From an optimization exercise on the open Yosys and OpenROAD flow, aimed at small area, a short achievable clock period and few clock cycles per item; shortcuts taken in it are not production practice. In this exercise RTL edits were held to simulation tests only and were not proved equivalent to the original.

## flow/design.v (module list and top-level ports; edited modules follow where they fit)
// module mdc_input_decoder: 20 lines
// module mdc_fa: 5 lines
// module mdc_mul: 362 lines
// module mdc_mul_sub: 423 lines
// module mdc_mac_unit: 806 lines
// module mdc_top: 189 lines
module mdc_top (
    input  logic                        clk,
    input  logic                        rst_n,
    input  logic                        in_valid,
    input  logic [15-1:0]      in_data,
    input  logic [9-1:0] in_mode,
    output logic                        out_valid,
    output logic [207-1:0]       out_data
);
  // ...
==> flow/flow/run.sh <==
#!/bin/bash
# Standard synthesis and layout, with two changes to how the layout is
# made: the ports get plain buffers (buf_2) instead of the delay-cell
# buffers buffer_ports picks by default, and the resizer's setup repair
# aims at a tighter slack than the clock period alone asks for. Each
# tool's full output goes to a log file in this folder (ORFS keeps its
# per-step logs under orfs/logs as well).
set -euo pipefail
MARGIN=$(cat flow/margin.txt)
bash standard.sh SETUP_SLACK_MARGIN="$MARGIN" \
    BUFFER_PORTS_ARGS="-buffer_cell sky130_fd_sc_hd__buf_2" finish > flow_make.log 2>&1
==> flow/flow/margin.txt <==
13.5
==> flow/standard.sh <==
#!/bin/bash
# synth_recipe.tcl (not shown) runs the flow's synth.tcl, then flattens the netlist and writes it again
# the make line also repeats each setting of config.mk as NAME=value (left out here)
make -C /OpenROAD-flow-scripts/flow DESIGN_CONFIG=/design/flow/config.mk WORK_HOME=/design/flow/orfs CLKGATE_MAP_FILE= SYNTH_SCRIPT=/design/flow/synth_recipe.tcl "${@:-finish}"
==> flow/config.mk <==
export PLATFORM = sky130hd
export DESIGN_NAME = mdc_top
export DESIGN_NICKNAME = mdc_top
export VERILOG_FILES = /design/flow/design.v
export SDC_FILE = /design/flow/constraint.sdc
export NUM_CORES = 4
export LEC_CHECK = 0
export CAP_MARGIN = 20
export CORE_MARGIN = 2
export CORE_UTILIZATION = 40
export SLEW_MARGIN = 20
export SYNTH_HIERARCHICAL = 1
export SYNTH_MINIMUM_KEEP_SIZE = 0
==> flow/constraint.sdc <==
create_clock -name core_clock -period 20.0 [get_ports {clk}]
set_input_delay 4.0000 -clock core_clock [delete_from_list [all_inputs] [get_ports {clk}]]
set_output_delay 4.0000 -clock core_clock [all_outputs]
set_load 0.01 [all_outputs]
==> flow_metrics.tcl, run 1 <==
set metrics [dict create \
    final.period_utilization_pct 31.8 \
    nMultiInputCombCells 3088 \
    io_buffers 234 \
    dr.pass1.iters 6 \
    period_needed_ns 6.37 \
    final_common_cell "nor2_1" \
    syn2layout_area_growth_pct 10.1 \
    top_register "res_q" \
    syn_avg_cell_area_um2 11.4 \
    status "finished clean" \
    met1_usage_pct 31.6 \
    arrival_ns 2.37 \
    clock-sinks 569 \
    routedLengthMet1_mm 56.6 \
    multi_input_area_um2 28900 \
    worst_slack_ns 13.63 \
    clock_area_share_pct 4.33 \
    finalSetupViolations 0 \
    critical_path_buf_inv_count 2 \
    nNonClkBuffers 278 \
    finalHoldViolations 0 \
    rows 123 \
    largest_registers "res_q x207, dn_q x88, r0_q x44" \
    instances_no_fill 5606 \
]
Testbench counts, summed over its fixed seeds: cycles 42,002, matrices 2,400.
==> run 2, diff against run 1 <==
==> flow/flow/margin.txt (replaced) <==
14
==> run 2 against run 1 <==
Compared with the run above:
- maximum frequency up 7.3%
- critical path type is now input port to flop
- count of clock-buffer cells in the layout is the same
- still clean on timing, DRC and antenna
- die area is the same
- global-route usage up 0.15 points
- register-to-register slack better by 0.43 ns
- worst hold slack about the same
- utilization up 0.47 points
- sequential cell count stayed put
- sequential share of layout area shrank 0.31 points
==> flow_metrics.tcl, run 2 <==
set metrics [dict create \
    status "finished clean" \
    final.period_utilization_pct 29.7 \
    cp_num_cells 7 \
    cap_violations 0 \
    cp.required_ns 20.45 \
    grt_pass1_wl_mm 212 \
    grt_overflow 0 \
    netlist_instances 3981 \
    cts_made_buffers 61 \
    via_per_inst 5.71 \
    grt_max_degree 82 \
    final_common_cell "nor2_1" \
    hold_slack_ns 0.324 \
    wl_per_cell_um 24.6 \
    htreeDepth 2 \
    max_slew_margin_pct 21.3 \
    drt_iter0_drc 3173 \
    critPathSlowestCell "a222oi_1" \
    drc_errors 0 \
    maxSlewViolCount 0 \
    crit_path_max_fanout 7 \
    grt_pass1_vias 33300 \
    dr.pass1.iters 7 \
    fmax_ghz 0.168 \
    drive_above_1_share_pct 16.1 \
    period_needed_ns 5.94 \
    r2r_setup_slack_ns 14.20 \
    die_area_um2 116000 \
    syn_avg_cell_area_um2 11.4 \
    clk_pin_slew_ns 0.07 \
    vias 32100 \
    cts-root-buf "clkbuf_16" \
    cp_top_family "compound AO/OA/AOI/OAI gates" \
    largest_reg_flops 207 \
    worst_r2r_startpoint "c_ma$_DFF_P_" \
    io_pins 235 \
    rsz0062_at_grt "yes" \
    grt_use_total_pct 24.0 \
    clockBufferDepth 3 \
    finalHoldViolations 0 \
    hpwlAfterDp_mm 105 \
    io_buffers 234 \
    hold_path_class "flop to flop" \
    final_cell_mix "683 x nor2_1, 609 x fa_1, 370 x edfxtp_1" \
    syn2layout_area_growth_pct 11.2 \
    fin_nets 4942 \
    core_um2 112000 \
    endpoint_kind "flop" \
    rr_worst_depth 14 \
    clock_latency_ns 0.71 \
    start_util_pct 40.3 \
    finalSetupViolations 0 \
    tns_ns 0 \
    largest_registers "res_q x207, dn_q x88, r0_q x44" \
    crit_path_max_incr_delay_ns 0.94 \
    crit_chain "buf_2, xor3_2, xnor2_4, nor3_4, o22ai_2, xnor2_2, a222oi_1" \
    crit_path_start_kind "input port" \
    worstSetupStartpoint "in_data[9]" \
    clock_skew_ns 0.0636 \
    die_w_um 340 \
    place_congestion 0.937 \
    path_class "input port to flop" \
    netlist_area_um2 45300 \
    critical_path_buf_inv_count 1 \
    worst_slew_pin_slew_ns 1.17 \
    crit_end "x0n_q[9]$_DFF_P_" \
    reg2reg_to "y1n_q[21]$_DFF_P_" \
    clock-sinks 569 \
    antenna_found_initial 2 \
    arrival_ns 6.39 \
    top_register "res_q" \
    drtAntennaViolNets 0 \
    rows 123 \
    cts_tree "done" \
    yosysWarnings 11 \
    totalWireLength_mm 138 \
    dieHeight_um 340 \
]
## run 2: cell types whose count changed in the layout (fill, tap and decap cells not counted), moves of 6 or more
cell / change
xnor2_1: -11
a22o_2: +10
mux2_4: +11
mux2_2: -11
xor2_1: -7
a22o_1: -10
xor2_2: +6
xnor2_2: +8
## run 2: area by class of cell
type	instances	area (µm²)
repair buffers	291	1720
well taps	1500	1880
flip-flops and latches	569	15200
clock buffers	80	1730
multi-input cells	3088	29200
fillers	10500	62000
inverters	55	206
diodes	1	2.50
clock inverters	36	425
## run 2: what timing repair did
action	4_1_cts	5_1_grt
resized for setup	30	69
endpoints found under the setup margin	248	158
hold buffers	0	0
setup buffers	6	7
pin swaps	1	11
gates cloned	1	0
## run 2: stage by stage
stage / cells / worst slack [ns] / util, % / cell area, µm²
detailed placement: 5489 / 13.13 / 42.4 / 47600
global placement: 5489 / 13.04 / 42.4 / 47600
finish: 5620 / 14.06 / 44.8 / 50400
global route: 5619 / 13.93 / 44.8 / 50400
floorplan: 3994 / 14.21 / - / 45300
CTS: 5612 / 13.95 / 44.5 / 50000
## run 2: how the worst min path moves through the flow
stage                         from             endpoint  slack, ns  cells past startpoint
2_1_floorplan   dn_q[2][0]$_DFF_P_   dn_q[3][0]$_DFF_P_       0.31                      0
3_3_place_gp    dn_q[2][2]$_DFF_P_   dn_q[3][2]$_DFF_P_       0.31                      0
3_5_place_dp    dn_q[2][7]$_DFF_P_   dn_q[3][7]$_DFF_P_       0.31                      0
4_1_cts         dn_q[2][7]$_DFF_P_   dn_q[3][7]$_DFF_P_       0.33                      0
5_1_grt         dn_q[1][0]$_DFF_P_   dn_q[2][0]$_DFF_P_       0.32                      0
6_report       dn_q[2][10]$_DFF_P_  dn_q[3][10]$_DFF_P_       0.32                      0
## run 2: metal layers
metal / up-vias / global-route usage (%) / share of wire [%]
met4: 2 / 9.39 / 4.6
met2: 1394 / 39.3 / 47
met1: 16500 / 31.7 / 41
li1: 13900 / - / -
met3: 277 / 4.02 / 7.7
met5: - / 0 / 0.0058
==> module mdc_top, before the edit <==
module mdc_top (
    input  logic                        clk,
    input  logic                        rst_n,
    input  logic                        in_valid,
    input  logic [15-1:0]      in_data,
    input  logic [9-1:0] in_mode,
    output logic                        out_valid,
    output logic [207-1:0]       out_data
);
    localparam int EW = 11;    
    localparam int MW = 22;             
    localparam int AW = 34;             
    logic [4:0] t_q;
    logic [4:0] t_nx;
    logic       det3_q;
    logic       start;
    logic       mode_det3;
    assign start = in_valid && (t_q == 5'd0 || t_q >= 5'd16);
    localparam int NOV = 16;
    logic [NOV-1:0] ov_q;
    logic           fin;
    assign fin = det3_q ? (t_q == 5'd17) : (t_q == 5'd16);
    always_comb begin
        t_nx = t_q;
        if (start) begin
            t_nx = 5'd1;
        end else if (t_q != 5'd0 && t_q < 5'd16) begin
            if (in_valid) t_nx = t_q + 5'd1;
        end else if (t_q >= 5'd16 && t_q != 5'd20) begin
            t_nx = t_q + 5'd1;
        end
    end
    always_ff @(posedge clk or negedge rst_n) begin
        if (!rst_n) begin
            t_q       <= 5'd0;
            out_valid <= 1'b0;
            ov_q      <= '0;
        end else begin
            t_q       <= t_nx;
            out_valid <= fin;
            ov_q      <= {NOV{fin}};
        end
    end
    logic [9-1:0] mraw_q;
    always_ff @(posedge clk) begin
        if (start) mraw_q <= in_mode;
        det3_q <= mode_det3;
    end
    logic [4:0] t_up;
    assign t_up = t_q + 5'd1;
    logic c_ma, c_mb, c_sh;
    logic c_m01, c_m12, c_m23, c_n02, c_n13;
    logic c0_zs3, c0_zs1, c0_ws3, c0_ws1;
    logic c1_zs2, c1_zs0, c1_ws2, c1_ws0;
    always_ff @(posedge clk) begin
            c_mb    <= det3_q && (t_up == 5'd12 || t_up == 5'd13);
            c_ma    <= det3_q && (t_up == 5'd13 || t_up == 5'd14);
            c_sh    <= !det3_q && (t_up == 5'd6  || t_up == 5'd7  || t_up == 5'd8  ||
                                   t_up == 5'd10 || t_up == 5'd11 || t_up == 5'd12 ||
                                   t_up == 5'd14 || t_up == 5'd15 || t_up == 5'd16);
            c_m01   <= det3_q && t_up == 5'd10;
            c_m12   <= det3_q && t_up == 5'd11;
            c_m23   <= det3_q && t_up == 5'd12;
            c_n02   <= det3_q && t_up == 5'd13;
            c_n13   <= det3_q && t_up == 5'd14;
            c0_zs3  <= t_up == 5'd12 || t_up == 5'd16;
            c0_zs1  <= t_up == 5'd14 || t_up == 5'd15;
            c0_ws3  <= det3_q && (t_up == 5'd11 || t_up == 5'd12 || t_up == 5'd16);
            c0_ws1  <= det3_q && (t_up == 5'd13 || t_up == 5'd14 || t_up == 5'd15);
            c1_zs2  <= t_up == 5'd13 || t_up == 5'd17;
            c1_zs0  <= t_up == 5'd15 || t_up == 5'd16;
            c1_ws2  <= det3_q && (t_up == 5'd12 || t_up == 5'd13 || t_up == 5'd17);
            c1_ws0  <= det3_q && (t_up == 5'd14 || t_up == 5'd15 || t_up == 5'd16);
    end
    logic [EW-1:0] elem;
    logic [EW-1:0] mode_fix;
    mdc_input_decoder u_dec_data (.code(in_data), .data(elem));
    mdc_input_decoder u_dec_mode (
        .code ({mraw_q, {(15 - 9){1'b0}}}),
        .data (mode_fix)
    );
    assign mode_det3 = mode_fix[EW - 5 + 1];
    logic [EW-1:0] dn_q [0:7];
    logic signed [EW-1:0] r0_q [0:3];
    always_ff @(posedge clk) begin
        dn_q[0] <= ~elem;
        for (int i = 1; i <= 7; i++) dn_q[i] <= dn_q[i-1];
        if (start)                   r0_q[0] <= elem;
        if (in_valid && t_q == 5'd1) r0_q[1] <= elem;
        if (in_valid && t_q == 5'd2) r0_q[2] <= elem;
        if (in_valid && t_q == 5'd3) r0_q[3] <= elem;
    end
    logic [EW-1:0]        xan, yan, xbn, ybn;
    logic signed [MW-1:0] pb, pb_q;
    logic signed [MW-1:0] minor;
    assign xbn = c_mb ? dn_q[7] : dn_q[3];
    assign ybn = c_mb ? dn_q[1] : dn_q[0];
    assign xan = c_ma ? dn_q[6] : dn_q[5];
    assign yan = c_ma ? dn_q[4] : dn_q[0];
    mdc_mul     u_mul_b (.xn(xbn), .yn(ybn), .p(pb));
    mdc_mul_sub u_mul_a (.xn(xan), .yn(yan), .s(pb_q), .d(minor));
    always_ff @(posedge clk) begin
        pb_q <= pb;
    end
    logic signed [MW-1:0] m01_q, m12_q, m23_q, n02_q, n13_q;
    always_ff @(posedge clk) begin
        if (c_m01) m01_q <= minor;
        if (c_m12) m12_q <= minor;
        if (c_m23) m23_q <= minor;
        if (c_n02) n02_q <= minor;
        if (c_n13) n13_q <= minor;
    end
    logic [207-1:0] res_q;
    logic signed [AW-1:0] slot [0:3];
    always_comb begin
        for (int s = 0; s < 4; s++) begin
            slot[s] = res_q[s * 51 +: AW];
        end
    end
    logic n_x_d0_0, n_x_r0_0, n_x_r1_0, n_x_r2_0;
    logic n_y_mn_0, n_y_m01_0, n_y_m12_0, n_y_n02_0;
    logic n_x_d0_1, n_x_r1_1, n_x_r2_1, n_x_r3_1;
    logic n_y_mn_1, n_y_m12_1, n_y_m23_1, n_y_n13_1;
    always_comb begin
        n_x_r2_0  = t_up == 5'd11;
        n_x_r0_0  = t_up == 5'd12;
        n_x_r1_0  = t_up == 5'd16;
        n_x_d0_0  = t_up == 5'd13 || t_up == 5'd14 || t_up == 5'd15;
        n_y_mn_0  = t_up == 5'd11 || t_up == 5'd12 || t_up == 5'd14;
        n_y_m12_0 = t_up == 5'd13;
        n_y_m01_0 = t_up == 5'd15;
        n_y_n02_0 = t_up == 5'd16;
        n_x_r3_1  = t_up == 5'd12;
        n_x_r1_1  = t_up == 5'd13;
        n_x_r2_1  = t_up == 5'd17;
        n_x_d0_1  = t_up == 5'd14 || t_up == 5'd15 || t_up == 5'd16;
        n_y_mn_1  = t_up == 5'd12 || t_up == 5'd13 || t_up == 5'd15;
        n_y_m23_1 = t_up == 5'd14;
        n_y_m12_1 = t_up == 5'd16;
        n_y_n13_1 = t_up == 5'd17;
    end
    logic [EW-1:0] x0n_q, x1n_q;
    logic [MW-1:0] y0n_q, y1n_q;
    always_ff @(posedge clk) begin
        x0n_q <= ~(({EW{n_x_r0_0}} & r0_q[0]) | ({EW{n_x_r1_0}} & r0_q[1]) |
                   ({EW{n_x_r2_0}} & r0_q[2]) | ({EW{n_x_d0_0}} & elem));
        y0n_q <= ~(({MW{n_y_mn_0}} & minor) | ({MW{n_y_m01_0}} & m01_q) |
                   ({MW{n_y_m12_0}} & m12_q) | ({MW{n_y_n02_0}} & n02_q));
        x1n_q <= ~(({EW{n_x_r1_1}} & r0_q[1]) | ({EW{n_x_r2_1}} & r0_q[2]) |
                   ({EW{n_x_r3_1}} & r0_q[3]) | ({EW{n_x_d0_1}} & elem));
        y1n_q <= ~(({MW{n_y_mn_1}} & minor) | ({MW{n_y_m12_1}} & m12_q) |
                   ({MW{n_y_m23_1}} & m23_q) | ({MW{n_y_n13_1}} & n13_q));
    end
    logic signed [AW-1:0] z0, acc0;
    logic                 we0_s3, we0_s1;
    assign z0 = ({AW{c0_zs3}} & slot[3]) | ({AW{c0_zs1}} & slot[1]);
    assign we0_s3 = c0_ws3;
    assign we0_s1 = c0_ws1;
    mdc_mac_unit u_mac0 (.xn(x0n_q), .yn(y0n_q), .z(z0), .acc(acc0));
    logic signed [AW-1:0] z1, acc1;
    logic                 we1_s2, we1_s0;
    assign z1 = ({AW{c1_zs2}} & slot[2]) | ({AW{c1_zs0}} & slot[0]);
    assign we1_s2 = c1_ws2;
    assign we1_s0 = c1_ws0;
    mdc_mac_unit u_mac1 (.xn(x1n_q), .yn(y1n_q), .z(z1), .acc(acc1));
    logic sh_en;
    assign sh_en = c_sh;
    localparam int W3 = 51;
    localparam int W2 = 23;
    logic [207-1:0] sh_d, ac_d, we_b, res_d;
    assign sh_d = {res_q[207-W2-1:0], {(W2 - MW){minor[MW-1]}}, minor};
    assign ac_d = {3'b000,
                   {(W3 - AW){acc0[AW-1]}}, acc0, {(W3 - AW){acc1[AW-1]}}, acc1,
                   {(W3 - AW){acc0[AW-1]}}, acc0, {(W3 - AW){acc1[AW-1]}}, acc1};
    assign we_b = {3'b000, {W3{we0_s3}}, {W3{we1_s2}}, {W3{we0_s1}}, {W3{we1_s0}}};
    assign res_d = ({207{sh_en}} & sh_d) | (we_b & ac_d);
    always_ff @(posedge clk) begin
        for (int b = 0; b < 207; b++) begin
            if (sh_en || we_b[b]) res_q[b] <= res_d[b];
        end
    end
    logic [207-1:0] res_g;
    assign res_g = {det3_q ? 3'b000 : res_q[207-1 -: 3], res_q[207-4:0]};
    always_comb begin
        for (int b = 0; b < 207; b++) begin
            out_data[b] = ov_q[b % NOV] & res_g[b];
        end
    end
endmodule
==> run 3, diff against run 2 <==
--- a/flow/design.v
+++ b/flow/design.v
@@ -1638,10 +1638,19 @@
     logic       start;
     logic       mode_det3;
     assign start = in_valid && (t_q == 5'd0 || t_q >= 5'd16);
-    localparam int NOV = 16;
+    localparam int NOV = 4;
     logic [NOV-1:0] ov_q;
     logic           fin;
-    assign fin = det3_q ? (t_q == 5'd17) : (t_q == 5'd16);
+    logic [4:0]     t_p1, t_p2, t_p3;
+    logic           fin1, fin2, fin3;
+    logic           f1_q, f2_q, f2b_q, f3_q, f3b_q, f3c_q;
+    assign t_p1 = t_q + 5'd1;
+    assign t_p2 = t_q + 5'd2;
+    assign t_p3 = t_q + 5'd3;
+    assign fin  = det3_q ? (t_q  == 5'd17) : (t_q  == 5'd16);
+    assign fin1 = det3_q ? (t_p1 == 5'd17) : (t_p1 == 5'd16);
+    assign fin2 = det3_q ? (t_p2 == 5'd17) : (t_p2 == 5'd16);
+    assign fin3 = det3_q ? (t_p3 == 5'd17) : (t_p3 == 5'd16);
     always_comb begin
         t_nx = t_q;
         if (start) begin
@@ -1657,10 +1666,20 @@
             t_q       <= 5'd0;
             out_valid <= 1'b0;
             ov_q      <= '0;
+            {f1_q, f2_q, f2b_q, f3_q, f3b_q, f3c_q} <= '0;
         end else begin
             t_q       <= t_nx;
             out_valid <= fin;
-            ov_q      <= {NOV{fin}};
+            f1_q      <= fin1;
+            f2_q      <= fin2;
+            f2b_q     <= f2_q;
+            f3_q      <= fin3;
+            f3b_q     <= f3_q;
+            f3c_q     <= f3b_q;
+            ov_q[0]   <= fin;
+            ov_q[1]   <= f1_q;
+            ov_q[2]   <= f2b_q;
+            ov_q[3]   <= f3c_q;
         end
     end
     logic [9-1:0] mraw_q;
@@ -1671,7 +1690,7 @@
     logic [4:0] t_up;
     assign t_up = t_q + 5'd1;
     logic c_ma, c_mb, c_sh;
-    logic c_m01, c_m12, c_m23, c_n02, c_n13;
+    logic c_m01, c_m12, c_n02, c_n13;
     logic c0_zs3, c0_zs1, c0_ws3, c0_ws1;
     logic c1_zs2, c1_zs0, c1_ws2, c1_ws0;
     always_ff @(posedge clk) begin
@@ -1682,7 +1701,6 @@
                                    t_up == 5'd14 || t_up == 5'd15 || t_up == 5'd16);
             c_m01   <= det3_q && t_up == 5'd10;
             c_m12   <= det3_q && t_up == 5'd11;
-            c_m23   <= det3_q && t_up == 5'd12;
             c_n02   <= det3_q && t_up == 5'd13;
             c_n13   <= det3_q && t_up == 5'd14;
             c0_zs3  <= t_up == 5'd12 || t_up == 5'd16;
@@ -1724,11 +1742,10 @@
     always_ff @(posedge clk) begin
         pb_q <= pb;
     end
-    logic signed [MW-1:0] m01_q, m12_q, m23_q, n02_q, n13_q;
+    logic signed [MW-1:0] m01_q, m12_q, n02_q, n13_q;
     always_ff @(posedge clk) begin
         if (c_m01) m01_q <= minor;
         if (c_m12) m12_q <= minor;
-        if (c_m23) m23_q <= minor;
         if (c_n02) n02_q <= minor;
         if (c_n13) n13_q <= minor;
     end
@@ -1770,8 +1787,10 @@
                    ({MW{n_y_m12_0}} & m12_q) | ({MW{n_y_n02_0}} & n02_q));
         x1n_q <= ~(({EW{n_x_r1_1}} & r0_q[1]) | ({EW{n_x_r2_1}} & r0_q[2]) |
                    ({EW{n_x_r3_1}} & r0_q[3]) | ({EW{n_x_d0_1}} & elem));
-        y1n_q <= ~(({MW{n_y_mn_1}} & minor) | ({MW{n_y_m12_1}} & m12_q) |
-                   ({MW{n_y_m23_1}} & m23_q) | ({MW{n_y_n13_1}} & n13_q));
+        if (!n_y_m23_1) begin
+            y1n_q <= ~(({MW{n_y_mn_1}} & minor) | ({MW{n_y_m12_1}} & m12_q) |
+                       ({MW{n_y_n13_1}} & n13_q));
+        end
     end
     logic signed [AW-1:0] z0, acc0;
     logic                 we0_s3, we0_s1;
@@ -1805,7 +1824,7 @@
     assign res_g = {det3_q ? 3'b000 : res_q[207-1 -: 3], res_q[207-4:0]};
     always_comb begin
         for (int b = 0; b < 207; b++) begin
-            out_data[b] = ov_q[b % NOV] & res_g[b];
+            out_data[b] = ov_q[b * NOV / 207] & res_g[b];
         end
     end
 endmodule
==> run 3 against run 2 <==
Compared with the run above:
- synthesized cell count barely moved
- final cell count up 0.37%
- largest cell class unchanged
- still clean on timing, DRC and antenna
- count of clock-buffer cells in the layout is 7 lower
==> flow_metrics.tcl, run 3 <==
set metrics [dict create \
    wl_met3_mm 11.1 \
    r2r_setup_slack_ns 14.11 \
    clockBufferDepth 3 \
    drc_errors 0 \
    routedLengthMet1_mm 57.0 \
    yosysWarnings 11 \
    syn_avg_cell_area_um2 11.3 \
    cp.required_ns 16.00 \
    hold_end "dn_q[3][9]$_DFF_P_" \
    routed.top_layer "met5" \
    rows 123 \
    grt_pass1_vias 33300 \
    io_buffers 234 \
    cap_violations 0 \
    tns_ns 0 \
    place_ws_ns 13.27 \
    cts_tree "done" \
    top_register "res_q" \
    status "finished clean" \
    drt_iter0_drc 3108 \
    place_congestion 0.988 \
    fin_util_pct 44.7 \
    holdPathStages 0 \
    worstHoldStart "dn_q[2][9]$_DFF_P_" \
    hpwlAfterDp_mm 109 \
    grt_overflow 0 \
    dr.pass1.iters 10 \
    rr_worst_depth 15 \
    totalWireLength_mm 142 \
    die_area_um2 115000 \
    endpoint_kind "primary output" \
    start_util_pct 40.2 \
    final.period_utilization_pct 29.6 \
    max_slew_margin_pct 26.3 \
    dieHeight_um 340 \
    cts-root-buf "clkbuf_16" \
    reg2reg_to "y0n_q[21]$_DFF_P_" \
    vias 32300 \
    clock_latency_ns 0.67 \
    path_class "flop to primary output" \
    wl_met2_mm 66.6 \
    largest_reg_flops 207 \
    antenna_found_initial 5 \
    grt_max_degree 177 \
    hold_slack_ns 0.321 \
    io_pins 235 \
    diodes 0 \
    hold_path_class "flop to flop" \
    worstSetupStartpoint "ov_q[0]$_DFF_PN0_" \
    grt_use_total_pct 24.7 \
    fmax_ghz 0.169 \
    rsz0062_at_grt "no" \
    clk_pin_slew_ns 0.06 \
    fillers 10500 \
    final_common_cell "nor2_1" \
    via_per_inst 5.72 \
    die_w_um 340 \
    wl_per_cell_um 25.2 \
    clock-sinks 555 \
    core_um2 112000 \
    clock_skew_ns 0.0265 \
    cts_made_buffers 59 \
    finalSetupViolations 0 \
    syn2layout_area_growth_pct 11.2 \
    drtAntennaViolNets 0 \
    netlist_instances 3983 \
    worst_slack_ns 14.08 \
    finalHoldViolations 0 \
    worst_r2r_startpoint "c_ma$_DFF_P_" \
    arrival_ns 1.92 \
    fin_nets 4970 \
    cts_hold_buffers 0 \
    drive_above_1_share_pct 15.7 \
    worst_slew_pin_slew_ns 1.10 \
    htreeDepth 2 \
    maxSlewViolCount 0 \
    crit_path_start_kind "flop" \
    crit_path_max_fanout 53 \
    period_needed_ns 5.92 \
    largest_registers "res_q x207, dn_q x88, r0_q x44" \
    grt_pass1_wl_mm 216 \
    final_cell_mix "686 x nor2_1, 609 x fa_1, 370 x edfxtp_1" \
    netlist_area_um2 45000 \
]
-- run 3: worst max path at each step --
stage / cells after the start / slack [ns] / endpoint
finish: 3 / 14.08 / out_data[47]
global placement: 14 / 13.35 / y1n_q[19]$_DFFE_PN_
global route: 17 / 13.98 / res_q[138]$_DFFE_PP_
CTS: 16 / 13.88 / res_q[92]$_DFFE_PP_
floorplan: 6 / 14.25 / x0n_q[0]$_DFF_P_
detailed placement: 14 / 13.27 / y1n_q[19]$_DFFE_PN_
-- run 3: layout make-up --
cell class                      instances  area [µm²]  share of cell area [%]
Tap cell                             1500        1880                    3.75
Inverter                               55         206                   0.412
Clock inverter                         38         528                    1.05
Clock buffer                           73        1640                    3.28
Sequential cell                       555       14900                    29.8
Timing Repair Buffer                  308        1820                    3.64
Multi-Input combinational cell       3112       29100                    58.1
-- run 3: critical path: stages (launching register included) --
cell and delay, ns:
dfrtp_1 0.32, buf_4 0.43, and2_1 0.29, buf_2 0.16
-- run 3: layer usage --
layer / up-vias / GRT usage [%]
li1: 13900 / -
met1: 16600 / 32.3
met2: 1443 / 40.1
met3: 304 / 4.40
met4: 4 / 11.0
met5: - / 0
-- run 3: per-stage QoR --
| step | instance area [µm²] | instances |
|---|---|---|
| final | 50100 | 5641 |
| after global routing | 50100 | 5641 |
| after CTS | 49700 | 5624 |
| after detailed placement | 47500 | 5510 |
| after global placement | 47500 | 5510 |
| after floorplan | 45100 | 3996 |
-- run 3: what timing repair did --
item	4_1_cts	5_1_grt
buffers inserted	3	17
resized for setup	12	41
hold endpoints to repair	0	0
pin swaps	1	3
setup endpoints to repair	135	111
Testbench counts of run 3, summed over its fixed seeds: cycles 42,002, matrices 2,400.
==> run 4, diff against run 3 <==
==> flow/flow/margin.txt (replaced) <==
14.5
==> run 4 against run 3 <==
Compared with the run above:
- final area increased by 9.7%
- final cell count increased by 3.1%
- synthesized cell count unchanged
- global-route usage increased by 0.26 points
- non-clock buffer count increased by 163
- worst hold slack about the same
- count of clock-buffer cells in the layout unchanged
- die area unchanged
- critical endpoint is now out_data[125]
- sequential share of layout area decreased by 2.6 points
- synthesized area unchanged
==> flow_metrics.tcl, run 4 <==
set metrics [dict create \
    dpl_cell_area_um2 47600 \
    endpoint_kind "primary output" \
    crit_path_start_kind "flop" \
    worst_r2r_startpoint "c_ma$_DFF_P_" \
    netlist_instances 3983 \
    period_needed_ns 5.69 \
    final_common_cell "nor2_1" \
    drt_iter0_drc 3132 \
    die_area_um2 115000 \
    r2r_setup_slack_ns 14.44 \
    worstSetupStartpoint "ov_q[2]$_DFF_PN0_" \
    cts_tree "done" \
    cp_top_family "flip-flops" \
    fmax_ghz 0.176 \
    final_cell_mix "673 x nor2_1, 555 x fa_1, 370 x edfxtp_1" \
    fin_util_pct 49.0 \
    grt_pass1_wl_mm 219 \
    top_register "res_q" \
    grt_use_total_pct 24.9 \
    finalSetupViolations 0 \
    io_pins 235 \
    hold_slack_ns 0.321 \
    grt_overflow 0 \
    final.period_utilization_pct 28.4 \
    hold_path_class "flop to flop" \
    via_per_inst 5.76 \
    worst_slew_pin_slew_ns 1.12 \
    clk_pin_slew_ns 0.06 \
    core_um2 112000 \
    htreeDepth 2 \
    path_class "flop to primary output" \
    rows 123 \
    crit_path_max_fanout 52 \
    instances_no_fill 5816 \
    syn2layout_area_growth_pct 22.0 \
    place_inst 5505 \
    drive_above_1_share_pct 27.4 \
    tns_ns 0 \
    grt_pass1_vias 34100 \
    fin_nets 5144 \
    antenna_found_initial 8 \
    die_w_um 340 \
    netlist_area_um2 45000 \
    dr.pass1.iters 7 \
    critical_path_buf_inv_count 2 \
    cts_made_buffers 58 \
    drtAntennaViolNets 0 \
    crit_chain "buf_12, and2_1, buf_2" \
    status "finished clean" \
    max_slew_margin_pct 25.5 \
    clockBufferDepth 3 \
    start_util_pct 40.2 \
    critPathSlowestCell "dfrtp_1" \
    syn_avg_cell_area_um2 11.3 \
    drc_errors 0 \
    io_buffers 234 \
    cp.required_ns 16.00 \
    cap_violations 0 \
    dieHeight_um 340 \
    hpwlAfterDp_mm 106 \
    wl_per_cell_um 25.6 \
    crit_path_max_incr_delay_ns 0.37 \
    totalWireLength_mm 149 \
    vias 33500 \
    final_cell_area_um2 54900 \
    clock_skew_ns 0.0614 \
    place_congestion 0.926 \
    yosysWarnings 11 \
    rsz0062_at_grt "yes" \
    clock_latency_ns 0.69 \
    largest_reg_flops 207 \
    largest_registers "res_q x207, dn_q x88, r0_q x44" \
    finalHoldViolations 0 \
    clock-sinks 555 \
    arrival_ns 1.69 \
    worstHoldStart "dn_q[2][2]$_DFF_P_" \
    cts-root-buf "clkbuf_16" \
    maxSlewViolCount 0 \
    grt_max_degree 101 \
    cts_hold_buffers 0 \
]
## run 4: layout make-up
class                      count  area (µm²)
fill                        9962       57100
multi-input combinational   3124       31600
sequential                   555       15000
timing repair buffer         471        4200
tap                         1500        1880
clock buffer                  73        1560
clock inverter                37         499
inverter                      55         206
antenna                        1        2.50
## run 4: final timing paths
path,endpoint,depth (start not counted)
setup / recovery,out_data[125],3
hold / removal,dn_q[3][2]$_DFF_P_,0
setup reg to reg,res_q[20]$_DFFE_PP_,16
hold reg to reg,dn_q[3][2]$_DFF_P_,0
max in group asynchronous,ov_q[1]$_DFF_PN0_,1
min in group asynchronous,t_q[1]$_DFFE_PN0P_,1
## run 4: metal layers
layer  part of all wire [%]  GRT usage [%]
met4                    5.2           10.3
met1                     40           33.1
met5                  0.038              0
met3                    8.5           4.83
met2                     47           40.1
## run 4: per-stage QoR
step | worst slack (ns)
3_3_place_gp | 13.34
6_report | 14.31
2_1_floorplan | 14.30
5_1_grt | 14.27
4_1_cts | 14.28
3_5_place_dp | 13.35
## run 4: timing repair
item                                    CTS  global route
endpoints found under the setup margin  435           396
setup buffers                            87            88
gates resized for setup                 288           407
cloned                                    7            18
pin swaps                                54           128
==> run 5, diff against run 4 <==
==> flow/flow/margin.txt (replaced) <==
14
--- a/flow/config.mk
+++ b/flow/config.mk
@@ -7,7 +7,8 @@
 export LEC_CHECK = 0
 export CAP_MARGIN = 20
 export CORE_MARGIN = 2
-export CORE_UTILIZATION = 40
+export CORE_UTILIZATION = 55
+export GPL_TIMING_DRIVEN = 1
 export SLEW_MARGIN = 20
 export SYNTH_HIERARCHICAL = 1
 export SYNTH_MINIMUM_KEEP_SIZE = 0
==> run 5 against run 4 <==
Compared with the run above:
- still clean
- synthesized cell count is the same
- maximum frequency shrank 4.0%
- worst hold slack gained 0.0069 ns
- synthesized area is the same
- routed wire length shrank 3.6%
- via count shrank 1.6%
==> flow_metrics.tcl, run 5 <==
set metrics [dict create \
    status "finished clean" \
    grt_max_degree 157 \
    holdPathStages 0 \
    clock_skew_ns 0.0156 \
    largest_registers "res_q x207, dn_q x88, r0_q x44" \
    totalWireLength_mm 144 \
    largest_reg_flops 207 \
    dieHeight_um 290 \
    worst_slew_pin_slew_ns 1.06 \
    antenna_found_initial 7 \
    drt_iter0_drc 3437 \
    grt_use_total_pct 34.0 \
    period_needed_ns 5.92 \
    die_w_um 290 \
    grt_pass1_vias 33700 \
    io_pins 235 \
    worst_r2r_startpoint "c_mb$_DFF_P_" \
    max_slew_margin_pct 29.3 \
    drtAntennaViolNets 0 \
    rsz0062_at_grt "yes" \
    start_util_pct 55.7 \
    diodes 0 \
    cts_made_buffers 59 \
    die_area_um2 84200 \
    rr_worst_depth 15 \
    grt_overflow 0 \
    wl_per_cell_um 27.7 \
    reg2reg_to "pb_q[20]$_DFF_P_" \
    r2r_setup_slack_ns 14.17 \
    final_common_cell "nor2_1" \
    tns_ns 0 \
    core_um2 80800 \
    finalHoldViolations 0 \
    rows 104 \
    final_cell_mix "686 x nor2_1, 609 x fa_1, 370 x edfxtp_1" \
    cts-root-buf "clkbuf_16" \
    netlist_instances 3983 \
    yosysWarnings 11 \
    clockBufferDepth 3 \
    crit_path_start_kind "input port" \
    dr.pass1.iters 9 \
    final.period_utilization_pct 29.6 \
    arrival_ns 6.38 \
    cts_tree "done" \
    top_register "res_q" \
    hpwlAfterDp_mm 110 \
    htreeDepth 2 \
    clk_pin_slew_ns 0.06 \
    clock_latency_ns 0.64 \
    finalSetupViolations 0 \
    io_buffers 234 \
    grt_pass1_wl_mm 215 \
    cp.required_ns 20.46 \
    drive_above_1_share_pct 15.5 \
    netlist_area_um2 45000 \
    hold_path_class "flop to flop" \
    worstHoldStart "dn_q[2][5]$_DFF_P_" \
    syn_avg_cell_area_um2 11.3 \
    place_congestion 1.00 \
    maxSlewViolCount 0 \
    fin_nets 4961 \
    endpoint_kind "flop" \
    path_class "input port to flop" \
    hold_end "dn_q[3][5]$_DFF_P_" \
    vias 32900 \
    drc_errors 0 \
    cap_violations 0 \
    syn2layout_area_growth_pct 9.30 \
    fmax_ghz 0.169 \
    fin_util_pct 60.9 \
    clock-sinks 555 \
    crit_path_max_fanout 7 \
    via_per_inst 6.35 \
]
[run 5: cell types whose count changed in the layout (fill, tap and decap cells not counted), sizes merged]
cell	previous run	this run
mux2	48	44
buf	464	299
clkinv	21	18
clkinvlp	2	5
clkbuf	80	73
bufinv	10	5
inv	59	62
diode	1	0
nand2	242	234
[run 5: area by class of cell]
type / instances / area [µm²]
clock inverter: 35 / 349
sequential: 555 / 14900
tap: 1060 / 1330
timing repair buffer: 299 / 1770
inverter: 55 / 206
clock buffer: 73 / 1570
fill: 6600 / 31600
multi-input combinational: 3112 / 29100
[run 5: how the worst max path moves through the flow]
stage / startpoint / to
floorplan: in_data[6] / x0n_q[0]$_DFF_P_
global placement: c_ma$_DFF_P_ / y1n_q[17]$_DFFE_PN_
detailed placement: c_ma$_DFF_P_ / y1n_q[17]$_DFFE_PN_
CTS: c0_zs1$_DFF_P_ / res_q[199]$_DFFE_PP_
global route: c_ma$_DFF_P_ / res_q[20]$_DFFE_PP_
finish: in_data[4] / x0n_q[1]$_DFF_P_
[run 5: stage by stage]
| step | setup slack, ns | hold WS (ns) | instances | cell area [µm²] |
|---|---|---|---|---|
| after floorplan | 14.25 | 0.310 | 3996 | 45100 |
| after global placement | 13.36 | 0.310 | 5066 | 46900 |
| after detailed placement | 13.33 | 0.315 | 5066 | 46900 |
| after CTS | 13.80 | 0.329 | 5174 | 48900 |
| after global routing | 13.92 | 0.331 | 5189 | 49200 |
| final | 14.08 | 0.328 | 5189 | 49200 |
[run 5: per-layer routing]
metal  GRT usage [%]  vias up  part of all wire (%)
met2            53.8     1954                    46
met1            45.0    16700                    39
met5               0        -                 0.021
met3            7.03      354                   9.6
li1                -    13900                     -
met4            16.0        4                   5.7
[run 5: timing repair]
action	CTS	global route
endpoints found under the setup margin	135	119
hold buffers	0	0
gates resized for setup	20	45
setup buffers	0	15
pin swaps	0	4
[run 5: critical path: stages]
cell and delay [ns]:
buf_2 0.13, xnor3_2 0.52, xnor2_4 0.19, nor3_1 0.40, o22ai_1 0.17, xnor2_1 0.26
a222oi_1 0.70
==> run 6, diff against run 5 <==
--- a/flow/config.mk
+++ b/flow/config.mk
@@ -8,7 +8,6 @@
 export CAP_MARGIN = 20
 export CORE_MARGIN = 2
 export CORE_UTILIZATION = 55
-export GPL_TIMING_DRIVEN = 1
 export SLEW_MARGIN = 20
 export SYNTH_HIERARCHICAL = 1
 export SYNTH_MINIMUM_KEEP_SIZE = 0
==> run 6 against run 5 <==
Compared with the run above:
- still clean
- routed wire length stayed put
- final area stayed put
- critical path depth stayed put
- synthesized area stayed put
- count of clock-buffer cells in the layout stayed put
- worst hold slack stayed put
- synthesized cell count stayed put
- non-clock buffer count stayed put
- die area stayed put
- largest cell class unchanged
==> flow_metrics.tcl, run 6 <==
set metrics [dict create \
    status "finished clean" \
    clk_pin_slew_ns 0.06 \
    fmax_ghz 0.169 \
    io_pins 235 \
    grt_max_degree 157 \
    critPathSlowestCell "a222oi_1" \
    grt_use_total_pct 34.0 \
    rr_worst_depth 15 \
    dieHeight_um 290 \
    cap_violations 0 \
    totalWireLength_mm 144 \
    hold_end "dn_q[3][5]$_DFF_P_" \
    via_per_inst 6.35 \
    final_common_cell "nor2_1" \
    drive_above_1_share_pct 15.5 \
    worst_r2r_startpoint "c_mb$_DFF_P_" \
    worst_slack_ns 14.08 \
    syn_avg_cell_area_um2 11.3 \
    diodes 0 \
    clockBufferDepth 3 \
    crit_chain "buf_2, xnor3_2, xnor2_4, nor3_1, o22ai_1, xnor2_1, a222oi_1" \
    htreeDepth 2 \
    antenna_found_initial 7 \
    netlist_area_um2 45000 \
    worstHoldStart "dn_q[2][5]$_DFF_P_" \
    cts_made_buffers 59 \
    worst_slew_pin_slew_ns 1.06 \
    wl_per_cell_um 27.7 \
    final.period_utilization_pct 29.6 \
    cts_tree "done" \
    crit_path_start_kind "input port" \
    finalSetupViolations 0 \
    largest_reg_flops 207 \
    tns_ns 0 \
    drc_errors 0 \
    period_needed_ns 5.92 \
    r2r_setup_slack_ns 14.17 \
    yosysWarnings 11 \
    fin_util_pct 60.9 \
    clock_latency_ns 0.64 \
    hold_slack_ns 0.328 \
    grt_pass1_vias 33700 \
    top_register "res_q" \
    rsz0062_at_grt "yes" \
    cp.required_ns 20.46 \
    crit_path_max_fanout 7 \
    vias 32900 \
    arrival_ns 6.38 \
    path_class "input port to flop" \
    hpwlAfterDp_mm 110 \
    fin_nets 4961 \
    place_congestion 1.00 \
    cts-root-buf "clkbuf_16" \
    finalHoldViolations 0 \
    largest_registers "res_q x207, dn_q x88, r0_q x44" \
    grt_pass1_wl_mm 215 \
    drtAntennaViolNets 0 \
    netlist_instances 3983 \
    reg2reg_to "pb_q[20]$_DFF_P_" \
    dr.pass1.iters 9 \
    grt_overflow 0 \
    clock_skew_ns 0.0156 \
    maxSlewViolCount 0 \
    drt_iter0_drc 3437 \
    holdPathStages 0 \
    clock-sinks 555 \
    core_um2 80800 \
    rows 104 \
    io_buffers 234 \
    crit_path_max_incr_delay_ns 0.70 \
    endpoint_kind "flop" \
    max_slew_margin_pct 29.3 \
    start_util_pct 55.7 \
    die_w_um 290 \
    place_ws_ns 13.33 \
    die_area_um2 84200 \
    hold_path_class "flop to flop" \
    syn2layout_area_growth_pct 9.30 \
    final_cell_mix "686 x nor2_1, 609 x fa_1, 370 x edfxtp_1" \
]
## run 6: cell counts in the layout (fill, tap and decap cells not counted)
No cell type changed its count.
## run 6: final cells by class
class                           instances  area (µm²)
Inverter                               55         206
Timing Repair Buffer                  299        1770
Fill cell                            6600       31600
Multi-Input combinational cell       3112       29100
Clock inverter                         35         349
Tap cell                             1060        1330
Sequential cell                       555       14900
Clock buffer                           73        1570
## run 6: how the worst max path moves through the flow
| stage | start | to | cells after the start |
|---|---|---|---|
| floorplan | in_data[6] | x0n_q[0]$_DFF_P_ | 6 |
| global placement | c_ma$_DFF_P_ | y1n_q[17]$_DFFE_PN_ | 14 |
| detailed placement | c_ma$_DFF_P_ | y1n_q[17]$_DFFE_PN_ | 14 |
| CTS | c0_zs1$_DFF_P_ | res_q[199]$_DFFE_PP_ | 17 |
| global route | c_ma$_DFF_P_ | res_q[20]$_DFFE_PP_ | 15 |
| finish | in_data[4] | x0n_q[1]$_DFF_P_ | 7 |
## run 6: through the flow
| stage | instances | area (µm²) |
|---|---|---|
| 2_1_floorplan | 3996 | 45100 |
| 3_3_place_gp | 5066 | 46900 |
| 3_5_place_dp | 5066 | 46900 |
| 4_1_cts | 5174 | 48900 |
| 5_1_grt | 5189 | 49200 |
| 6_report | 5189 | 49200 |
## run 6: layer usage
layer	vias to the layer above	global-route usage [%]	routed length (µm)
li1	13900	-	-
met1	16700	45.0	55900
met2	1954	53.8	65700
met3	354	7.03	13900
met4	4	16.0	8170
met5	-	0	30
## run 6: worst max-delay path: cells and delay by family
| family | cells | cell delay (ns) |
|---|---|---|
| xor+xnor | 3 | 0.97 |
| simple gates | 1 | 0.40 |
| buf+inv | 1 | 0.13 |
| compound gates | 2 | 0.87 |
## run 6: repair_timing
item                                   in CTS  in global routing
buffers inserted                            0                 15
pin swaps                                   0                  4
setup endpoints to repair                 135                119
hold buffers                                0                  0
endpoints found under the hold margin       0                  0
gates cloned                                0                  0
gates resized for setup                    20                 45
==> run 7, diff against run 6 <==
--- a/flow/design.v
+++ b/flow/design.v
@@ -1690,7 +1690,7 @@
     logic [4:0] t_up;
     assign t_up = t_q + 5'd1;
     logic c_ma, c_mb, c_sh;
-    logic c_m01, c_m12, c_n02, c_n13;
+    logic c_m01, c_m12;
     logic c0_zs3, c0_zs1, c0_ws3, c0_ws1;
     logic c1_zs2, c1_zs0, c1_ws2, c1_ws0;
     always_ff @(posedge clk) begin
@@ -1701,16 +1701,14 @@
                                    t_up == 5'd14 || t_up == 5'd15 || t_up == 5'd16);
             c_m01   <= det3_q && t_up == 5'd10;
             c_m12   <= det3_q && t_up == 5'd11;
-            c_n02   <= det3_q && t_up == 5'd13;
-            c_n13   <= det3_q && t_up == 5'd14;
-            c0_zs3  <= t_up == 5'd12 || t_up == 5'd16;
-            c0_zs1  <= t_up == 5'd14 || t_up == 5'd15;
-            c0_ws3  <= det3_q && (t_up == 5'd11 || t_up == 5'd12 || t_up == 5'd16);
-            c0_ws1  <= det3_q && (t_up == 5'd13 || t_up == 5'd14 || t_up == 5'd15);
-            c1_zs2  <= t_up == 5'd13 || t_up == 5'd17;
-            c1_zs0  <= t_up == 5'd15 || t_up == 5'd16;
-            c1_ws2  <= det3_q && (t_up == 5'd12 || t_up == 5'd13 || t_up == 5'd17);
-            c1_ws0  <= det3_q && (t_up == 5'd14 || t_up == 5'd15 || t_up == 5'd16);
+            c0_zs3  <= t_up == 5'd12 || t_up == 5'd15;
+            c0_zs1  <= t_up == 5'd14 || t_up == 5'd16;
+            c0_ws3  <= det3_q && (t_up == 5'd11 || t_up == 5'd12 || t_up == 5'd15);
+            c0_ws1  <= det3_q && (t_up == 5'd13 || t_up == 5'd14 || t_up == 5'd16);
+            c1_zs2  <= t_up == 5'd13 || t_up == 5'd16;
+            c1_zs0  <= t_up == 5'd15 || t_up == 5'd17;
+            c1_ws2  <= det3_q && (t_up == 5'd12 || t_up == 5'd13 || t_up == 5'd16);
+            c1_ws0  <= det3_q && (t_up == 5'd14 || t_up == 5'd15 || t_up == 5'd17);
     end
     logic [EW-1:0] elem;
     logic [EW-1:0] mode_fix;
@@ -1742,12 +1740,10 @@
     always_ff @(posedge clk) begin
         pb_q <= pb;
     end
-    logic signed [MW-1:0] m01_q, m12_q, n02_q, n13_q;
+    logic signed [MW-1:0] m01_q, m12_q;
     always_ff @(posedge clk) begin
         if (c_m01) m01_q <= minor;
         if (c_m12) m12_q <= minor;
-        if (c_n02) n02_q <= minor;
-        if (c_n13) n13_q <= minor;
     end
     logic [207-1:0] res_q;
     logic signed [AW-1:0] slot [0:3];
@@ -1756,40 +1752,42 @@
             slot[s] = res_q[s * 51 +: AW];
         end
     end
-    logic n_x_d0_0, n_x_r0_0, n_x_r1_0, n_x_r2_0;
-    logic n_y_mn_0, n_y_m01_0, n_y_m12_0, n_y_n02_0;
-    logic n_x_d0_1, n_x_r1_1, n_x_r2_1, n_x_r3_1;
-    logic n_y_mn_1, n_y_m12_1, n_y_m23_1, n_y_n13_1;
+    logic n_x_el_0, n_x_dq_0, n_x_r0_0, n_x_r1_0, n_x_r2_0;
+    logic n_y_mn_0, n_y_m01_0, n_y_hd_0;
+    logic n_x_el_1, n_x_dq_1, n_x_r1_1, n_x_r2_1, n_x_r3_1;
+    logic n_y_mn_1, n_y_m12_1, n_y_hd_1;
     always_comb begin
         n_x_r2_0  = t_up == 5'd11;
         n_x_r0_0  = t_up == 5'd12;
-        n_x_r1_0  = t_up == 5'd16;
-        n_x_d0_0  = t_up == 5'd13 || t_up == 5'd14 || t_up == 5'd15;
+        n_x_r1_0  = t_up == 5'd15;
+        n_x_el_0  = t_up == 5'd13 || t_up == 5'd14;
+        n_x_dq_0  = t_up == 5'd16;
         n_y_mn_0  = t_up == 5'd11 || t_up == 5'd12 || t_up == 5'd14;
-        n_y_m12_0 = t_up == 5'd13;
-        n_y_m01_0 = t_up == 5'd15;
-        n_y_n02_0 = t_up == 5'd16;
+        n_y_hd_0  = t_up == 5'd13 || t_up == 5'd15;
+        n_y_m01_0 = t_up == 5'd16;
         n_x_r3_1  = t_up == 5'd12;
         n_x_r1_1  = t_up == 5'd13;
-        n_x_r2_1  = t_up == 5'd17;
-        n_x_d0_1  = t_up == 5'd14 || t_up == 5'd15 || t_up == 5'd16;
+        n_x_r2_1  = t_up == 5'd16;
+        n_x_el_1  = t_up == 5'd14 || t_up == 5'd15;
+        n_x_dq_1  = t_up == 5'd17;
         n_y_mn_1  = t_up == 5'd12 || t_up == 5'd13 || t_up == 5'd15;
-        n_y_m23_1 = t_up == 5'd14;
-        n_y_m12_1 = t_up == 5'd16;
-        n_y_n13_1 = t_up == 5'd17;
+        n_y_hd_1  = t_up == 5'd14 || t_up == 5'd16;
+        n_y_m12_1 = t_up == 5'd17;
     end
     logic [EW-1:0] x0n_q, x1n_q;
     logic [MW-1:0] y0n_q, y1n_q;
     always_ff @(posedge clk) begin
-        x0n_q <= ~(({EW{n_x_r0_0}} & r0_q[0]) | ({EW{n_x_r1_0}} & r0_q[1]) |
-                   ({EW{n_x_r2_0}} & r0_q[2]) | ({EW{n_x_d0_0}} & elem));
-        y0n_q <= ~(({MW{n_y_mn_0}} & minor) | ({MW{n_y_m01_0}} & m01_q) |
-                   ({MW{n_y_m12_0}} & m12_q) | ({MW{n_y_n02_0}} & n02_q));
-        x1n_q <= ~(({EW{n_x_r1_1}} & r0_q[1]) | ({EW{n_x_r2_1}} & r0_q[2]) |
-                   ({EW{n_x_r3_1}} & r0_q[3]) | ({EW{n_x_d0_1}} & elem));
-        if (!n_y_m23_1) begin
-            y1n_q <= ~(({MW{n_y_mn_1}} & minor) | ({MW{n_y_m12_1}} & m12_q) |
-                       ({MW{n_y_n13_1}} & n13_q));
+        x0n_q <= n_x_dq_0 ? dn_q[0] :
+                 ~(({EW{n_x_r0_0}} & r0_q[0]) | ({EW{n_x_r1_0}} & r0_q[1]) |
+                   ({EW{n_x_r2_0}} & r0_q[2]) | ({EW{n_x_el_0}} & elem));
+        x1n_q <= n_x_dq_1 ? dn_q[0] :
+                 ~(({EW{n_x_r1_1}} & r0_q[1]) | ({EW{n_x_r2_1}} & r0_q[2]) |
+                   ({EW{n_x_r3_1}} & r0_q[3]) | ({EW{n_x_el_1}} & elem));
+        if (!n_y_hd_0) begin
+            y0n_q <= ~(({MW{n_y_mn_0}} & minor) | ({MW{n_y_m01_0}} & m01_q));
+        end
+        if (!n_y_hd_1) begin
+            y1n_q <= ~(({MW{n_y_mn_1}} & minor) | ({MW{n_y_m12_1}} & m12_q));
         end
     end
     logic signed [AW-1:0] z0, acc0;
--- a/flow/config.mk
+++ b/flow/config.mk
@@ -7,7 +7,7 @@
 export LEC_CHECK = 0
 export CAP_MARGIN = 20
 export CORE_MARGIN = 2
-export CORE_UTILIZATION = 55
+export CORE_UTILIZATION = 40
 export SLEW_MARGIN = 20
 export SYNTH_HIERARCHICAL = 1
 export SYNTH_MINIMUM_KEEP_SIZE = 0
==> run 7 against run 6 <==
Compared with the run above:
- sequential share of layout area decreased by 2.0 points
- non-clock buffer count is 12 higher
- first-iteration DRC count is 17% lower
- still clean on timing, DRC and antenna
==> flow_metrics.tcl, run 7 <==
set metrics [dict create \
    grt_max_degree 90 \
    crit_chain "clkbuf_8, a22o_1, fa_1, fa_1, fa_1, fa_1, fa_1, ha_1, o211ai_1, o21ai_0, a41oi_2, o211a_4, o31ai_1, xor2_1, a22o_1" \
    fillers 10100 \
    clock_latency_ns 0.66 \
    worst_slack_ns 14.14 \
    tns_ns 0 \
    core_um2 109000 \
    via_per_inst 5.71 \
    arrival_ns 6.38 \
    worst_slew_pin_slew_ns 1.13 \
    final.period_utilization_pct 29.3 \
    antenna_found_initial 7 \
    die_area_um2 112000 \
    final_common_cell "nor2_1" \
    critPathSlowestCell "fa_1" \
    totalWireLength_mm 136 \
    io_pins 235 \
    cts_made_buffers 56 \
    path_common_cell "fa_1" \
    drc_errors 0 \
    crit_path_max_incr_delay_ns 0.53 \
    finalHoldViolations 0 \
    top_register "res_q" \
    cts_tree "done" \
    largest_registers "res_q x207, dn_q x88, r0_q x44" \
    vias 31500 \
    io_buffers 234 \
    period_needed_ns 5.86 \
    place_congestion 0.911 \
    die_w_um 335 \
    drtAntennaViolNets 0 \
    clock_skew_ns 0.0338 \
    clockBufferDepth 3 \
    cp.required_ns 20.51 \
    wl_per_cell_um 24.6 \
    syn_avg_cell_area_um2 11.1 \
    endpoint_kind "flop" \
    dieHeight_um 335 \
    grt_pass1_vias 32400 \
    clock-sinks 509 \
    final_cell_mix "709 x nor2_1, 609 x fa_1, 348 x edfxtp_1" \
    critical_path_buf_inv_count 1 \
    crit_path_max_fanout 34 \
    clk_pin_slew_ns 0.06 \
    cp_top_family "adder cells" \
    drt_iter0_drc 2862 \
    grt_pass1_wl_mm 206 \
    grt_overflow 0 \
    netlist_area_um2 43900 \
    path_class "flop to flop" \
    maxSlewViolCount 0 \
    max_slew_margin_pct 23.9 \
    status "finished clean" \
    grt_use_total_pct 24.3 \
    hold_slack_ns 0.320 \
    rows 121 \
    rsz0062_at_grt "yes" \
    largest_reg_flops 207 \
    finalSetupViolations 0 \
    dr.pass1.iters 7 \
    drive_above_1_share_pct 16.7 \
    hold_path_class "flop to flop" \
    fin_nets 4934 \
    fmax_ghz 0.171 \
    htreeDepth 2 \
    start_util_pct 40.3 \
    place_ws_ns 13.25 \
    hpwlAfterDp_mm 104 \
    yosysWarnings 11 \
    netlist_instances 3946 \
    syn2layout_area_growth_pct 10.9 \
    crit_path_start_kind "flop" \
    cts-root-buf "clkbuf_16" \
    cap_violations 0 \
]
==> run 7: final timing paths <==
check                                    from             endpoint  slack (ns)  depth (start not counted)
setup / recovery               c0_zs3$_DFF_P_  res_q[73]$_DFFE_PP_       14.14                         15
hold reg to reg            dn_q[2][2]$_DFF_P_   dn_q[3][2]$_DFF_P_        0.32                          0
hold / removal             dn_q[2][2]$_DFF_P_   dn_q[3][2]$_DFF_P_        0.32                          0
setup reg to reg               c0_zs3$_DFF_P_  res_q[73]$_DFFE_PP_       14.14                         15
max in group asynchronous               rst_n      f2b_q$_DFF_PN0_       16.47                          1
min in group asynchronous               rst_n   t_q[1]$_DFFE_PN0P_        3.27                          1
==> run 7: layer usage <==
layer / global-route usage [%] / vias to the layer above / part of all wire, %
li1: - / 13700 / -
met1: 31.9 / 16200 / 40
met2: 40.1 / 1377 / 48
met3: 3.81 / 252 / 7.5
met4: 9.82 / 6 / 4.3
met5: 0 / - / 0.028
==> run 7: timing repair <==
| action | in CTS | in global routing |
|---|---|---|
| setup endpoints to repair | 121 | 124 |
| setup buffers | 2 | 27 |
| resized for setup | 28 | 52 |
| pin swaps | 1 | 3 |
| hold buffers | 0 | 0 |
==> run 7: through the flow <==
step | instance area, µm² | util [%] | instances
final | 48600 | 44.7 | 5518
after detailed placement | 46100 | 42.4 | 5382
after global routing | 48600 | 44.7 | 5517
after floorplan | 43900 | - | 3959
after CTS | 48200 | 44.3 | 5489
after global placement | 46100 | 42.4 | 5381
==> run 7: cell type report <==
cell class / count / area, µm² / area share (%)
tap: 1414 / 1770 / 3.64
inverter: 55 / 206 / 0.424
sequential: 509 / 13800 / 28.3
clock inverter: 34 / 352 / 0.723
timing repair buffer: 311 / 1790 / 3.68
clock buffer: 71 / 1550 / 3.19
antenna: 2 / 5.00 / 0.0103
multi-input combinational: 3122 / 29200 / 60.0
Testbench counts of run 7, summed over its fixed seeds: cycles 42,002, matrices 2,400.
==> run 8, diff against run 7 <==
==> flow/flow/margin.txt (replaced) <==
14.25
==> run 8 against run 7 <==
Compared with the run above:
- still clean
- global-route usage hardly changed
- non-clock buffer count is 62 higher
- synthesized cell count stayed put
- utilization is 1.3 points higher
- final cell count is 1.2% higher
- critical path depth is 11 lower
- clock skew is 0.0053 ns higher
- count of clock-buffer cells in the layout is 5 lower
- register-to-register slack better by 0.18 ns
- worst hold slack better by 0.0057 ns
- die area stayed put
==> flow_metrics.tcl, run 8 <==
set metrics [dict create \
    largest_registers "res_q x207, dn_q x88, r0_q x44" \
    worst_slew_pin_slew_ns 1.11 \
    cts_made_buffers 57 \
    clock_skew_ns 0.0391 \
    finalHoldViolations 0 \
    grt_max_degree 79 \
    place_congestion 0.913 \
    r2r_setup_slack_ns 14.32 \
    cts_tree "done" \
    syn_avg_cell_area_um2 11.1 \
    fmax_ghz 0.174 \
    endpoint_kind "primary output" \
    critPathSlowestCell "dfrtp_2" \
    die_w_um 335 \
    clock-sinks 509 \
    cts_hold_buffers 0 \
    rsz0062_at_grt "yes" \
    drive_above_1_share_pct 20.0 \
    final.period_utilization_pct 28.8 \
    reg2reg_to "res_q[93]$_DFFE_PP_" \
    netlist_area_um2 43900 \
    max_slew_margin_pct 25.6 \
    status "finished clean" \
    worstHoldStart "dn_q[2][10]$_DFF_P_" \
    grt_pass1_wl_mm 206 \
    grt_use_total_pct 24.3 \
    totalWireLength_mm 139 \
    period_needed_ns 5.76 \
    drc_errors 0 \
    arrival_ns 1.76 \
    via_per_inst 5.76 \
    grt_overflow 0 \
    worstSetupStartpoint "ov_q[3]$_DFF_PN0_" \
    die_area_um2 112000 \
    worst_r2r_startpoint "c0_zs1$_DFF_P_" \
    final_common_cell "nor2_1" \
    io_pins 235 \
    core_um2 109000 \
    io_buffers 234 \
    cp.required_ns 16.00 \
    drt_iter0_drc 2861 \
    start_util_pct 40.3 \
    crit_path_max_fanout 24 \
    clock_latency_ns 0.67 \
    fillers 9943 \
    finalSetupViolations 0 \
    cp_top_family "flip-flops" \
    largest_reg_flops 207 \
    syn2layout_area_growth_pct 14.0 \
    path_class "flop to primary output" \
    hpwlAfterDp_mm 104 \
    yosysWarnings 11 \
    cap_violations 0 \
    cp_num_cells 4 \
    rr_worst_depth 17 \
    crit_end "out_data[169]" \
    htreeDepth 2 \
    fin_nets 4999 \
    clk_pin_slew_ns 0.06 \
    cts-root-buf "clkbuf_16" \
    dr.pass1.iters 7 \
    tns_ns 0 \
    final_cell_mix "707 x nor2_1, 608 x fa_1, 348 x edfxtp_1" \
    critical_path_buf_inv_count 3 \
    seqCellArea_um2 13800 \
    dieHeight_um 335 \
    maxSlewViolCount 0 \
    clockBufferDepth 3 \
    crit_chain "buf_12, clkbuf_16, and2_1, buf_2" \
    drtAntennaViolNets 0 \
    crit_path_start_kind "flop" \
    dpl_cell_area_um2 46200 \
    grt_pass1_vias 32700 \
    wl_per_cell_um 24.9 \
    vias 32200 \
    crit_path_max_incr_delay_ns 0.49 \
    multi_input_area_um2 29900 \
    antenna_found_initial 2 \
    rows 121 \
    netlist_instances 3946 \
    final_cell_area_um2 50000 \
    hold_path_class "flop to flop" \
    top_register "res_q" \
]
[run 8: worst min path at each step]
stage | endpoint | slack (ns) | cells past startpoint
finish | dn_q[3][10]$_DFF_P_ | 0.33 | 0
global route | dn_q[3][1]$_DFF_P_ | 0.33 | 0
global placement | dn_q[3][10]$_DFF_P_ | 0.31 | 0
floorplan | dn_q[3][0]$_DFF_P_ | 0.31 | 0
CTS | dn_q[3][0]$_DFF_P_ | 0.33 | 0
detailed placement | dn_q[3][5]$_DFF_P_ | 0.31 | 0
[run 8: stage by stage]
step                      hold WS, ns  setup slack, ns  util, %  instances
after floorplan                 0.310            14.12        -       3959
after global placement          0.311            13.31     42.5       5382
after detailed placement        0.313            13.31     42.5       5382
after CTS                       0.327            14.25     44.8       5520
after global routing            0.332            14.15     46.0       5582
final                           0.326            14.24     46.0       5584
[run 8: what timing repair did]
action,CTS,global route
endpoints found under the setup margin,327,159
pin swaps,5,25
resized for setup,81,148
buffers inserted,31,57
gates cloned,0,5
[run 8: routing by layer]
metal	vias to the layer above	track usage, %	wire, µm
met1	16600	31.5	56000
li1	13800	-	-
met5	-	0	11
met3	267	3.93	9940
met4	2	9.83	6150
met2	1440	40.5	66900
[run 8: layout make-up]
cell class / count / area share, %
well taps: 1414 / 3.54
repair buffers: 373 / 4.95
inverters: 55 / 0.413
flip-flops and latches: 509 / 27.5
clock buffers: 66 / 3.07
multi-input cells: 3124 / 59.8
clock inverters: 41 / 0.723
diodes: 2 / 0.0100

## what the ideal ports hide
Ports are ideal in the flow. The routed layouts listed here were re-timed in OpenROAD.
Step 1 sets driving cells, clkbuf_16 on the clock port and buf_2 on the other inputs (assumed; they add their load-dependent delay and slew).
Step 2 adds t to the input delays and takes it off the output delays; t is the mean of the earliest and latest rising clock arrival at the registers after step 1. Input paths then give back, and output paths get back, about the clock's delay inside the block.
Slacks: ideal / step 1 / step 2; pairs: ideal / step 1.
run | t, ns | slack for setup (ns) | hold WS [ns]
run 1 | 0.744 | 13.630 / 13.564 / 13.075 | 0.324 / 0.324 / 0.324
run 2 | 0.748 | 14.062 / 14.000 / 13.324 | 0.324 / 0.324 / 0.324
run 3 | 0.718 | 14.085 / 14.019 / 13.549 | 0.321 / 0.321 / 0.321
run 4 | 0.728 | 14.311 / 14.244 / 13.716 | 0.321 / 0.321 / 0.321
run 5 | 0.708 | 14.077 / 14.018 / 13.416 | 0.328 / 0.328 / 0.328
run 6 | 0.708 | 14.077 / 14.018 / 13.416 | 0.328 / 0.328 / 0.328
run 7 | 0.714 | 14.138 / 14.082 / 13.489 | 0.320 / 0.320 / 0.320
run 8 | 0.720 | 14.242 / 14.169 / 13.597 | 0.326 / 0.326 / 0.326
After both steps setup and hold are still met in every run listed. The setup slack of run 2, which loses most, moves by -0.062 ns with the drivers and by -0.738 ns with both steps.
